This is an optimization exercise on Yosys and OpenROAD, whose aim is small area, a short achievable clock period and few clock cycles per item, not a production implementation. Power is estimated from default activity; no workload was simulated.

==> v8: inputs <==
## fir_decimator_top
module fir_decimator_top
(
	input wire logic clk,
	input wire logic resetn,
	input wire logic in_valid,
	input wire fir_pkg::sample_t data_in,
	input wire logic out_credit,
	output logic in_credit,
	output logic out_valid,
	output fir_pkg::sample_t data_out
);
==> flow/config.mk <==
export PLATFORM = sky130hd
export DESIGN_NAME = fir_decimator_top
export DESIGN_NICKNAME = fir_decimator_top
export VERILOG_FILES = /design/flow/design.v
export SDC_FILE = /design/flow/constraint.sdc
export NUM_CORES = 4
export LEC_CHECK = 0
export CAP_MARGIN = 20
export CORE_MARGIN = 2
export CORE_UTILIZATION = 40
export SETUP_SLACK_MARGIN = 4.2
export SLEW_MARGIN = 20
==> flow/constraint.sdc <==
create_clock -name core_clock -period 6.5 [get_ports {clk}]
set_input_delay 1.3000 -clock core_clock [delete_from_list [all_inputs] [get_ports {clk}]]
set_output_delay 1.3000 -clock core_clock [all_outputs]
set_load 0.01 [all_outputs]
run.sh (not shown) runs the stock make flow with config.mk's settings and CLKGATE_MAP_FILE= SYNTH_SCRIPT=/design/flow/synth_recipe.tcl, a recipe that flattens the netlist after the stock synthesis.
==> v4: changes against v8 <==
--- a/flow/design.v
+++ b/flow/design.v
@@ -23,21 +23,22 @@
 	input wire logic out_credit,
 	output logic in_credit,
 	output logic out_valid,
 	output fir_pkg::sample_t data_out
 );
 	logic [4:0] m1;              
 	logic [6:0] m3;              
 	logic [7:0] m5;              
-	logic [4:0] selA, selB;
+	logic [4:0] selA;            
 	logic [4:0] nph;             
-	logic [2:0] phb;             
-	logic [4:0] phb_dec;
 	logic done1;                 
+	logic done2;                 
+	logic [4:0] hi_r, hi_nx;     
+	logic k9_r, k9_nx;           
 	logic pend;                  
 	logic ov;
 	logic [4:0] res;
 	logic [4:0] res_nx;
 	logic [1:0] ocred;           
 	logic [2:0] owe;             
 	logic [3:0] commit;          
 	logic icr;
@@ -45,17 +46,16 @@
 	logic [1:0] ocred_nx;
 	logic [1:0] ocred_s;
 	logic [3:0] commit_d;
 	logic [2:0] owe_d;
 	logic c_le8, c_le13;
 	logic icr_nx;
 	logic send;
 	logic pend_nx;
-	assign phb_dec = 5'd1 << phb;
 	assign u = {~data_in[4], data_in[3:0]};
 	logic [13:0] r10;
 	assign r10 = ({14{selA[0]}} & 14'({5'(m1), 4'd0}))
 		| ({14{selA[1]}} & 14'({5'(m1), 4'd0}))
 		| ({14{selA[2]}} & 14'({5'(~m1), 1'd0}))
 		| ({14{selA[3]}} & 14'({5'(~m1), 3'd0}))
 		| ({14{selA[4]}} & 14'(5'(m1)));
 	logic [13:0] r11;
@@ -69,36 +69,36 @@
 		| ({14{selA[4]}} & 14'({5'(~m1), 4'd0}));
 	logic [13:0] r21;
 	assign r21 = ({14{selA[0]}} & 14'(5'(m1)))
 		| ({14{selA[1]}} & 14'(7'(m3)))
 		| ({14{selA[2]}} & 14'(7'(~m3)))
 		| ({14{selA[3]}} & 14'(5'(m1)))
 		| ({14{selA[4]}} & 14'({5'(m1), 1'd0}));
 	logic [13:0] r30;
-	assign r30 = ({14{selB[0]}} & 14'({5'(~m1), 4'd0}))
-		| ({14{selB[1]}} & 14'({8'(~m5), 3'd0}))
-		| ({14{selB[3]}} & 14'({7'(m3), 5'd0}))
-		| ({14{selB[4]}} & 14'({7'(m3), 6'd0}));
+	assign r30 = ({14{selA[0]}} & 14'({5'(~m1), 4'd0}))
+		| ({14{selA[1]}} & 14'({8'(~m5), 3'd0}))
+		| ({14{selA[3]}} & 14'({7'(m3), 5'd0}))
+		| ({14{selA[4]}} & 14'({7'(m3), 6'd0}));
 	logic [13:0] r31;
-	assign r31 = ({14{selB[0]}} & 14'({5'(m1), 1'd0}))
-		| ({14{selB[1]}} & 14'(5'(m1)))
-		| ({14{selB[2]}} & 14'(7'(~m3)))
-		| ({14{selB[3]}} & 14'(7'(m3)))
-		| ({14{selB[4]}} & 14'(5'(m1)));
+	assign r31 = ({14{selA[0]}} & 14'({5'(m1), 1'd0}))
+		| ({14{selA[1]}} & 14'(5'(m1)))
+		| ({14{selA[2]}} & 14'(7'(~m3)))
+		| ({14{selA[3]}} & 14'(7'(m3)))
+		| ({14{selA[4]}} & 14'(5'(m1)));
 	logic [10:0] r40;
-	assign r40 = ({11{selB[0]}} & 11'(5'(m1)))
-		| ({11{selB[1]}} & 11'({5'(~m1), 3'd0}))
-		| ({11{selB[2]}} & 11'({5'(~m1), 1'd0}))
-		| ({11{selB[3]}} & 11'({5'(m1), 4'd0}))
-		| ({11{selB[4]}} & 11'({5'(m1), 4'd0}));
+	assign r40 = ({11{selA[0]}} & 11'(5'(m1)))
+		| ({11{selA[1]}} & 11'({5'(~m1), 3'd0}))
+		| ({11{selA[2]}} & 11'({5'(~m1), 1'd0}))
+		| ({11{selA[3]}} & 11'({5'(m1), 4'd0}))
+		| ({11{selA[4]}} & 11'({5'(m1), 4'd0}));
 	logic [10:0] r41;
-	assign r41 = ({11{selB[1]}} & 11'(5'(~m1)))
-		| ({11{selB[3]}} & 11'(7'(~m3)))
-		| ({11{selB[4]}} & 11'({5'(~m1), 1'd0}));
+	assign r41 = ({11{selA[1]}} & 11'(5'(~m1)))
+		| ({11{selA[3]}} & 11'(7'(~m3)))
+		| ({11{selA[4]}} & 11'({5'(~m1), 1'd0}));
 	logic [13:0] s1, as1, ns1;
 	logic [13:1] c1, ac1, nc1;
 	assign as1 = selA[0] ? s2 : s1;
 	assign ac1 = selA[0] ? c2 : c1;
 	logic t1_1, t1_2, t1_3, t1_4, t1_5, t1_6, t1_7, t1_8, t1_9, t1_10, t1_11, t1_12, t1_13, t1_14, t1_15, t1_16, t1_17, t1_18;
 	assign t1_1 = as1[0] ^ r10[0] ^ r11[0];
 	assign t1_2 = (as1[0] & r10[0]) | (as1[0] & r11[0]) | (r10[0] & r11[0]);
 	assign ns1[0] = t1_1;
@@ -197,18 +197,18 @@
 	assign nc2[12] = t2_21 & t2_20;
 	assign t2_23 = as2[12] ^ ac2[12] ^ r20[12];
 	assign t2_24 = (as2[12] & ac2[12]) | (as2[12] & r20[12]) | (ac2[12] & r20[12]);
 	assign ns2[12] = t2_23 ^ t2_22;
 	assign nc2[13] = t2_23 & t2_22;
 	assign ns2[13] = as2[13] ^ ac2[13] ^ t2_24;
 	logic [13:0] s3, as3, ns3;
 	logic [13:1] c3, ac3, nc3;
-	assign as3 = selB[0] ? 14'(s4) : s3;
-	assign ac3 = selB[0] ? 13'(c4) : c3;
+	assign as3 = selA[0] ? 14'(s4) : s3;
+	assign ac3 = selA[0] ? 13'(c4) : c3;
 	logic t3_1, t3_2, t3_3, t3_4, t3_5, t3_6, t3_7, t3_8, t3_9, t3_10, t3_11, t3_12, t3_13, t3_14, t3_15, t3_16, t3_17, t3_18, t3_19, t3_20, t3_21, t3_22, t3_23, t3_24;
 	assign ns3[0] = as3[0] ^ r31[0];
 	assign nc3[1] = as3[0] & r31[0];
 	assign t3_1 = as3[1] ^ ac3[1] ^ r31[1];
 	assign t3_2 = (as3[1] & ac3[1]) | (as3[1] & r31[1]) | (ac3[1] & r31[1]);
 	assign ns3[1] = t3_1;
 	assign nc3[2] = 1'b0;
 	assign t3_3 = as3[2] ^ ac3[2] ^ r31[2];
@@ -253,18 +253,18 @@
 	assign nc3[12] = t3_21 & t3_20;
 	assign t3_23 = as3[12] ^ ac3[12] ^ r30[12];
 	assign t3_24 = (as3[12] & ac3[12]) | (as3[12] & r30[12]) | (ac3[12] & r30[12]);
 	assign ns3[12] = t3_23 ^ t3_22;
 	assign nc3[13] = t3_23 & t3_22;
 	assign ns3[13] = as3[13] ^ ac3[13] ^ t3_24;
 	logic [10:0] s4, as4, ns4;
 	logic [10:1] c4, ac4, nc4;
-	assign as4 = selB[0] ? 11'd366 : s4;
-	assign ac4 = selB[0] ? 10'd0 : c4;
+	assign as4 = selA[0] ? 11'd366 : s4;
+	assign ac4 = selA[0] ? 10'd0 : c4;
 	logic t4_1, t4_2, t4_3, t4_4, t4_5, t4_6, t4_7, t4_8, t4_9, t4_10, t4_11, t4_12, t4_13, t4_14, t4_15, t4_16, t4_17, t4_18;
 	assign t4_1 = as4[0] ^ r40[0] ^ r41[0];
 	assign t4_2 = (as4[0] & r40[0]) | (as4[0] & r41[0]) | (r40[0] & r41[0]);
 	assign ns4[0] = t4_1;
 	assign nc4[1] = 1'b0;
 	assign t4_3 = as4[1] ^ ac4[1] ^ r40[1];
 	assign t4_4 = (as4[1] & ac4[1]) | (as4[1] & r40[1]) | (ac4[1] & r40[1]);
 	assign ns4[1] = t4_3 ^ r41[1] ^ t4_2;
@@ -295,17 +295,19 @@
 	assign nc4[8] = t4_15 & t4_14;
 	assign t4_17 = as4[8] ^ ac4[8] ^ r40[8];
 	assign t4_18 = (as4[8] & ac4[8]) | (as4[8] & r40[8]) | (ac4[8] & r40[8]);
 	assign ns4[8] = t4_17 ^ t4_16;
 	assign nc4[9] = t4_17 & t4_16;
 	assign ns4[9] = as4[9] ^ ac4[9] ^ t4_18;
 	assign nc4[10] = (as4[9] & ac4[9]) | (as4[9] & t4_18) | (ac4[9] & t4_18);
 	assign ns4[10] = as4[10] ^ ac4[10];
-	assign res_nx = 5'((s1 + {c1, 1'b0}) >> 9) + 5'd3;
+	assign hi_nx = s1[13:9] + c1[13:9];
+	assign k9_nx = 10'({1'b0, s1[8:0]} + {1'b0, c1[8:1], 1'b0}) >> 9;
+	assign res_nx = hi_r + 5'(k9_r) + 5'd3;
 	always_ff @(posedge clk)
 	begin
 		s1 <= ns1;
 		c1 <= nc1;
 	end
 	always_ff @(posedge clk, negedge resetn)
 	begin
 		if (!resetn)
@@ -331,55 +333,50 @@
 	assign data_out = res;
 	assign in_credit = icr;
 	assign send = ov;
 	assign ocred_s = ocred - {1'b0, send};
 	assign ocred_nx = out_credit ? ocred_s + 2'd1 : ocred_s;
 	assign c_le8 = commit <= 4'd8;
 	assign c_le13 = commit <= 4'd13;
 	assign icr_nx = (owe != 3'd0) && (send ? (c_le13 || ocred[1]) : (c_le8 || ((ocred != 2'd0) && c_le13)));
-	assign pend_nx = done1 || (pend && !send);
+	assign pend_nx = done2 || (pend && !send);
 	assign owe_d = owe - {2'b0, icr_nx};
 	assign commit_d = commit - (send ? 4'd5 : 4'd0) + {3'b0, icr_nx};
 	always_ff @(posedge clk)
 	begin
 		m1 <= u;
 		m3 <= {2'b0, u} + {1'b0, u, 1'b0};
 		m5 <= {3'b0, u} + {1'b0, u, 2'b0};
-		if (done1)
+		selA <= in_valid ? nph : 5'd0;
+		ov <= pend_nx && (ocred_s != 2'd0);
+		icr <= icr_nx;
+		hi_r <= hi_nx;
+		k9_r <= k9_nx;
+		if (done2)
 			res <= res_nx;
 	end
 	always_ff @(posedge clk, negedge resetn)
 	begin
 		if (!resetn)
 		begin
 			nph <= 5'd1;
-			selA <= 5'd0;
-			selB <= 5'd0;
-			phb <= 3'd0;
 			done1 <= 1'b0;
+			done2 <= 1'b0;
 			pend <= 1'b0;
-			ov <= 1'b0;
 			ocred <= 2'd2;
 			owe <= 3'd0;
 			commit <= 4'd4;
-			icr <= 1'b0;
 		end
 		else
 		begin
-			selA <= in_valid ? nph : 5'd0;
-			selB <= in_valid ? phb_dec : 5'd0;
 			if (in_valid)
-			begin
 				nph <= {nph[3:0], nph[4]};
-				phb <= (phb == 3'd4) ? 3'd0 : phb + 3'd1;
-			end
 			done1 <= selA[4];
+			done2 <= done1;
 			pend <= pend_nx;
-			ov <= pend_nx && (ocred_s != 2'd0);
 			ocred <= ocred_nx;
 			owe <= in_valid ? owe_d + 3'd1 : owe_d;
 			commit <= commit_d;
-			icr <= icr_nx;
 		end
 	end
 endmodule
 `default_nettype wire
- CORE_UTILIZATION: 40 -> 55
- SETUP_SLACK_MARGIN: 4.2 -> 4.25
==> v38: changes against v8 <==
--- a/flow/design.v
+++ b/flow/design.v
@@ -23,21 +23,22 @@
 	input wire logic out_credit,
 	output logic in_credit,
 	output logic out_valid,
 	output fir_pkg::sample_t data_out
 );
 	logic [4:0] m1;              
 	logic [6:0] m3;              
 	logic [7:0] m5;              
-	logic [4:0] selA, selB;
+	logic [4:0] selA;            
 	logic [4:0] nph;             
-	logic [2:0] phb;             
-	logic [4:0] phb_dec;
 	logic done1;                 
+	logic done2;                 
+	logic [4:0] hi_r, hi_nx;     
+	logic k9_r, k9_nx;           
 	logic pend;                  
 	logic ov;
 	logic [4:0] res;
 	logic [4:0] res_nx;
 	logic [1:0] ocred;           
 	logic [2:0] owe;             
 	logic [3:0] commit;          
 	logic icr;
@@ -45,17 +46,16 @@
 	logic [1:0] ocred_nx;
 	logic [1:0] ocred_s;
 	logic [3:0] commit_d;
 	logic [2:0] owe_d;
 	logic c_le8, c_le13;
 	logic icr_nx;
 	logic send;
 	logic pend_nx;
-	assign phb_dec = 5'd1 << phb;
 	assign u = {~data_in[4], data_in[3:0]};
 	logic [13:0] r10;
 	assign r10 = ({14{selA[0]}} & 14'({5'(m1), 4'd0}))
 		| ({14{selA[1]}} & 14'({5'(m1), 4'd0}))
 		| ({14{selA[2]}} & 14'({5'(~m1), 1'd0}))
 		| ({14{selA[3]}} & 14'({5'(~m1), 3'd0}))
 		| ({14{selA[4]}} & 14'(5'(m1)));
 	logic [13:0] r11;
@@ -69,36 +69,36 @@
 		| ({14{selA[4]}} & 14'({5'(~m1), 4'd0}));
 	logic [13:0] r21;
 	assign r21 = ({14{selA[0]}} & 14'(5'(m1)))
 		| ({14{selA[1]}} & 14'(7'(m3)))
 		| ({14{selA[2]}} & 14'(7'(~m3)))
 		| ({14{selA[3]}} & 14'(5'(m1)))
 		| ({14{selA[4]}} & 14'({5'(m1), 1'd0}));
 	logic [13:0] r30;
-	assign r30 = ({14{selB[0]}} & 14'({5'(~m1), 4'd0}))
-		| ({14{selB[1]}} & 14'({8'(~m5), 3'd0}))
-		| ({14{selB[3]}} & 14'({7'(m3), 5'd0}))
-		| ({14{selB[4]}} & 14'({7'(m3), 6'd0}));
+	assign r30 = ({14{selA[0]}} & 14'({5'(~m1), 4'd0}))
+		| ({14{selA[1]}} & 14'({8'(~m5), 3'd0}))
+		| ({14{selA[3]}} & 14'({7'(m3), 5'd0}))
+		| ({14{selA[4]}} & 14'({7'(m3), 6'd0}));
 	logic [13:0] r31;
-	assign r31 = ({14{selB[0]}} & 14'({5'(m1), 1'd0}))
-		| ({14{selB[1]}} & 14'(5'(m1)))
-		| ({14{selB[2]}} & 14'(7'(~m3)))
-		| ({14{selB[3]}} & 14'(7'(m3)))
-		| ({14{selB[4]}} & 14'(5'(m1)));
+	assign r31 = ({14{selA[0]}} & 14'({5'(m1), 1'd0}))
+		| ({14{selA[1]}} & 14'(5'(m1)))
+		| ({14{selA[2]}} & 14'(7'(~m3)))
+		| ({14{selA[3]}} & 14'(7'(m3)))
+		| ({14{selA[4]}} & 14'(5'(m1)));
 	logic [10:0] r40;
-	assign r40 = ({11{selB[0]}} & 11'(5'(m1)))
-		| ({11{selB[1]}} & 11'({5'(~m1), 3'd0}))
-		| ({11{selB[2]}} & 11'({5'(~m1), 1'd0}))
-		| ({11{selB[3]}} & 11'({5'(m1), 4'd0}))
-		| ({11{selB[4]}} & 11'({5'(m1), 4'd0}));
+	assign r40 = ({11{selA[0]}} & 11'(5'(m1)))
+		| ({11{selA[1]}} & 11'({5'(~m1), 3'd0}))
+		| ({11{selA[2]}} & 11'({5'(~m1), 1'd0}))
+		| ({11{selA[3]}} & 11'({5'(m1), 4'd0}))
+		| ({11{selA[4]}} & 11'({5'(m1), 4'd0}));
 	logic [10:0] r41;
-	assign r41 = ({11{selB[1]}} & 11'(5'(~m1)))
-		| ({11{selB[3]}} & 11'(7'(~m3)))
-		| ({11{selB[4]}} & 11'({5'(~m1), 1'd0}));
+	assign r41 = ({11{selA[1]}} & 11'(5'(~m1)))
+		| ({11{selA[3]}} & 11'(7'(~m3)))
+		| ({11{selA[4]}} & 11'({5'(~m1), 1'd0}));
 	logic [13:0] s1, as1, ns1;
 	logic [13:1] c1, ac1, nc1;
 	assign as1 = selA[0] ? s2 : s1;
 	assign ac1 = selA[0] ? c2 : c1;
 	logic t1_1, t1_2, t1_3, t1_4, t1_5, t1_6, t1_7, t1_8, t1_9, t1_10, t1_11, t1_12, t1_13, t1_14, t1_15, t1_16, t1_17, t1_18;
 	assign t1_1 = as1[0] ^ r10[0] ^ r11[0];
 	assign t1_2 = (as1[0] & r10[0]) | (as1[0] & r11[0]) | (r10[0] & r11[0]);
 	assign ns1[0] = t1_1;
@@ -197,18 +197,18 @@
 	assign nc2[12] = t2_21 & t2_20;
 	assign t2_23 = as2[12] ^ ac2[12] ^ r20[12];
 	assign t2_24 = (as2[12] & ac2[12]) | (as2[12] & r20[12]) | (ac2[12] & r20[12]);
 	assign ns2[12] = t2_23 ^ t2_22;
 	assign nc2[13] = t2_23 & t2_22;
 	assign ns2[13] = as2[13] ^ ac2[13] ^ t2_24;
 	logic [13:0] s3, as3, ns3;
 	logic [13:1] c3, ac3, nc3;
-	assign as3 = selB[0] ? 14'(s4) : s3;
-	assign ac3 = selB[0] ? 13'(c4) : c3;
+	assign as3 = selA[0] ? 14'(s4) : s3;
+	assign ac3 = selA[0] ? 13'(c4) : c3;
 	logic t3_1, t3_2, t3_3, t3_4, t3_5, t3_6, t3_7, t3_8, t3_9, t3_10, t3_11, t3_12, t3_13, t3_14, t3_15, t3_16, t3_17, t3_18, t3_19, t3_20, t3_21, t3_22, t3_23, t3_24;
 	assign ns3[0] = as3[0] ^ r31[0];
 	assign nc3[1] = as3[0] & r31[0];
 	assign t3_1 = as3[1] ^ ac3[1] ^ r31[1];
 	assign t3_2 = (as3[1] & ac3[1]) | (as3[1] & r31[1]) | (ac3[1] & r31[1]);
 	assign ns3[1] = t3_1;
 	assign nc3[2] = 1'b0;
 	assign t3_3 = as3[2] ^ ac3[2] ^ r31[2];
@@ -253,18 +253,18 @@
 	assign nc3[12] = t3_21 & t3_20;
 	assign t3_23 = as3[12] ^ ac3[12] ^ r30[12];
 	assign t3_24 = (as3[12] & ac3[12]) | (as3[12] & r30[12]) | (ac3[12] & r30[12]);
 	assign ns3[12] = t3_23 ^ t3_22;
 	assign nc3[13] = t3_23 & t3_22;
 	assign ns3[13] = as3[13] ^ ac3[13] ^ t3_24;
 	logic [10:0] s4, as4, ns4;
 	logic [10:1] c4, ac4, nc4;
-	assign as4 = selB[0] ? 11'd366 : s4;
-	assign ac4 = selB[0] ? 10'd0 : c4;
+	assign as4 = selA[0] ? 11'd366 : s4;
+	assign ac4 = selA[0] ? 10'd0 : c4;
 	logic t4_1, t4_2, t4_3, t4_4, t4_5, t4_6, t4_7, t4_8, t4_9, t4_10, t4_11, t4_12, t4_13, t4_14, t4_15, t4_16, t4_17, t4_18;
 	assign t4_1 = as4[0] ^ r40[0] ^ r41[0];
 	assign t4_2 = (as4[0] & r40[0]) | (as4[0] & r41[0]) | (r40[0] & r41[0]);
 	assign ns4[0] = t4_1;
 	assign nc4[1] = 1'b0;
 	assign t4_3 = as4[1] ^ ac4[1] ^ r40[1];
 	assign t4_4 = (as4[1] & ac4[1]) | (as4[1] & r40[1]) | (ac4[1] & r40[1]);
 	assign ns4[1] = t4_3 ^ r41[1] ^ t4_2;
@@ -295,17 +295,19 @@
 	assign nc4[8] = t4_15 & t4_14;
 	assign t4_17 = as4[8] ^ ac4[8] ^ r40[8];
 	assign t4_18 = (as4[8] & ac4[8]) | (as4[8] & r40[8]) | (ac4[8] & r40[8]);
 	assign ns4[8] = t4_17 ^ t4_16;
 	assign nc4[9] = t4_17 & t4_16;
 	assign ns4[9] = as4[9] ^ ac4[9] ^ t4_18;
 	assign nc4[10] = (as4[9] & ac4[9]) | (as4[9] & t4_18) | (ac4[9] & t4_18);
 	assign ns4[10] = as4[10] ^ ac4[10];
-	assign res_nx = 5'((s1 + {c1, 1'b0}) >> 9) + 5'd3;
+	assign hi_nx = s1[13:9] + c1[13:9];
+	assign k9_nx = 10'({1'b0, s1[8:0]} + {1'b0, c1[8:1], 1'b0}) >> 9;
+	assign res_nx = hi_r + 5'(k9_r) + 5'd3;
 	always_ff @(posedge clk)
 	begin
 		s1 <= ns1;
 		c1 <= nc1;
 	end
 	always_ff @(posedge clk, negedge resetn)
 	begin
 		if (!resetn)
@@ -331,55 +333,50 @@
 	assign data_out = res;
 	assign in_credit = icr;
 	assign send = ov;
 	assign ocred_s = ocred - {1'b0, send};
 	assign ocred_nx = out_credit ? ocred_s + 2'd1 : ocred_s;
 	assign c_le8 = commit <= 4'd8;
 	assign c_le13 = commit <= 4'd13;
 	assign icr_nx = (owe != 3'd0) && (send ? (c_le13 || ocred[1]) : (c_le8 || ((ocred != 2'd0) && c_le13)));
-	assign pend_nx = done1 || (pend && !send);
+	assign pend_nx = done2 || (pend && !send);
 	assign owe_d = owe - {2'b0, icr_nx};
 	assign commit_d = commit - (send ? 4'd5 : 4'd0) + {3'b0, icr_nx};
 	always_ff @(posedge clk)
 	begin
 		m1 <= u;
 		m3 <= {2'b0, u} + {1'b0, u, 1'b0};
 		m5 <= {3'b0, u} + {1'b0, u, 2'b0};
-		if (done1)
+		selA <= in_valid ? nph : 5'd0;
+		ov <= pend_nx && (ocred_s != 2'd0);
+		icr <= icr_nx;
+		hi_r <= hi_nx;
+		k9_r <= k9_nx;
+		if (done2)
 			res <= res_nx;
 	end
 	always_ff @(posedge clk, negedge resetn)
 	begin
 		if (!resetn)
 		begin
 			nph <= 5'd1;
-			selA <= 5'd0;
-			selB <= 5'd0;
-			phb <= 3'd0;
 			done1 <= 1'b0;
+			done2 <= 1'b0;
 			pend <= 1'b0;
-			ov <= 1'b0;
 			ocred <= 2'd2;
 			owe <= 3'd0;
 			commit <= 4'd4;
-			icr <= 1'b0;
 		end
 		else
 		begin
-			selA <= in_valid ? nph : 5'd0;
-			selB <= in_valid ? phb_dec : 5'd0;
 			if (in_valid)
-			begin
 				nph <= {nph[3:0], nph[4]};
-				phb <= (phb == 3'd4) ? 3'd0 : phb + 3'd1;
-			end
 			done1 <= selA[4];
+			done2 <= done1;
 			pend <= pend_nx;
-			ov <= pend_nx && (ocred_s != 2'd0);
 			ocred <= ocred_nx;
 			owe <= in_valid ? owe_d + 3'd1 : owe_d;
 			commit <= commit_d;
-			icr <= icr_nx;
 		end
 	end
 endmodule
 `default_nettype wire
- SETUP_SLACK_MARGIN: 4.2 -> 4.25
==> flow_summary.toml <==
[run_status]
outcome = "no timing/DRC/antenna violations"

[cells_and_area]
seq_cells = 150
buffers = 47

[power]
combPwrFrac_pct = 13.9
ir_drop_v = 0.000178

[synthesis]
avgSynthCellArea_um2 = 11.8
async_flop_share_pct = 59.3
synthMuxAreaShare_pct = 9.35

[clocking]
clk_pin_slew_ns = 0.06

[critical_path]
cp_num_cells = 4
The numbers above come from v4.

==> flow_summary.toml <==
[run_status]
outcome = "no timing/DRC/antenna violations"

[critical_path]
cp_num_cells = 12

[clocking]
clk_pin_slew_ns = 0.07
cts_resized = 66

[power]
ir_drop_v = 0.000205
pwr-share-clk_pct = 28.5
combPwrFrac_pct = 30.3

[synthesis]
async_flop_share_pct = 68.2

[cells_and_area]
seq_cells = 151
buffers = 50
The numbers above come from v8.

==> flow_summary.toml <==
[synthesis]
async_flop_share_pct = 59.3
avgSynthCellArea_um2 = 11.8
synthMuxAreaShare_pct = 9.35

[clocking]
clk_pin_slew_ns = 0.06

[placement]
place.gp.congestion = 0.889

[global_routing]
grt_first_pass_wirelength_um = 29500
grt_max_degree = 48

[run_status]
outcome = "no timing/DRC/antenna violations"

[cells_and_area]
seq_cells = 150
buffers = 43
multi_input_area_share_pct = 44.2

[critical_path]
cp_num_cells = 1
path_cells = "buf_2"

[power]
ir_drop_v = 0.000154
combPwrFrac_pct = 15.1
The numbers above come from v38.

No functional check of the RTL was part of any run of this note.

re-timing with driven ports:
In the flow no input, the clock included, has a driving cell. The finished layouts below were timed again as built, in two steps.
Step 1: set_driving_cell puts a clkbuf_16 on clk and a buf_2 on each other input, an assumption about the parent block.
Step 2 also shifts input and output timing later by t, the mid clock arrival at the registers, as if the neighbouring blocks saw the same clock.
Three values: no drivers, after step 1, after step 2; two values: the first two.
run | t (ns) | setup slack, ns | clock arrival spread, ns
v8 | 0.463 | 3.877 / 3.877 / 3.864 | 0.012 / 0.012
v4 | 0.456 | 4.267 / 4.248 / 3.865 | 0.008 / 0.009
v38 | 0.469 | 4.276 / 4.231 / 3.868 | 0.009 / 0.009
After both steps setup and hold are still met in every run listed. The setup slack of v38, which loses most, moves by -0.045 ns with the drivers and by -0.408 ns with both steps.
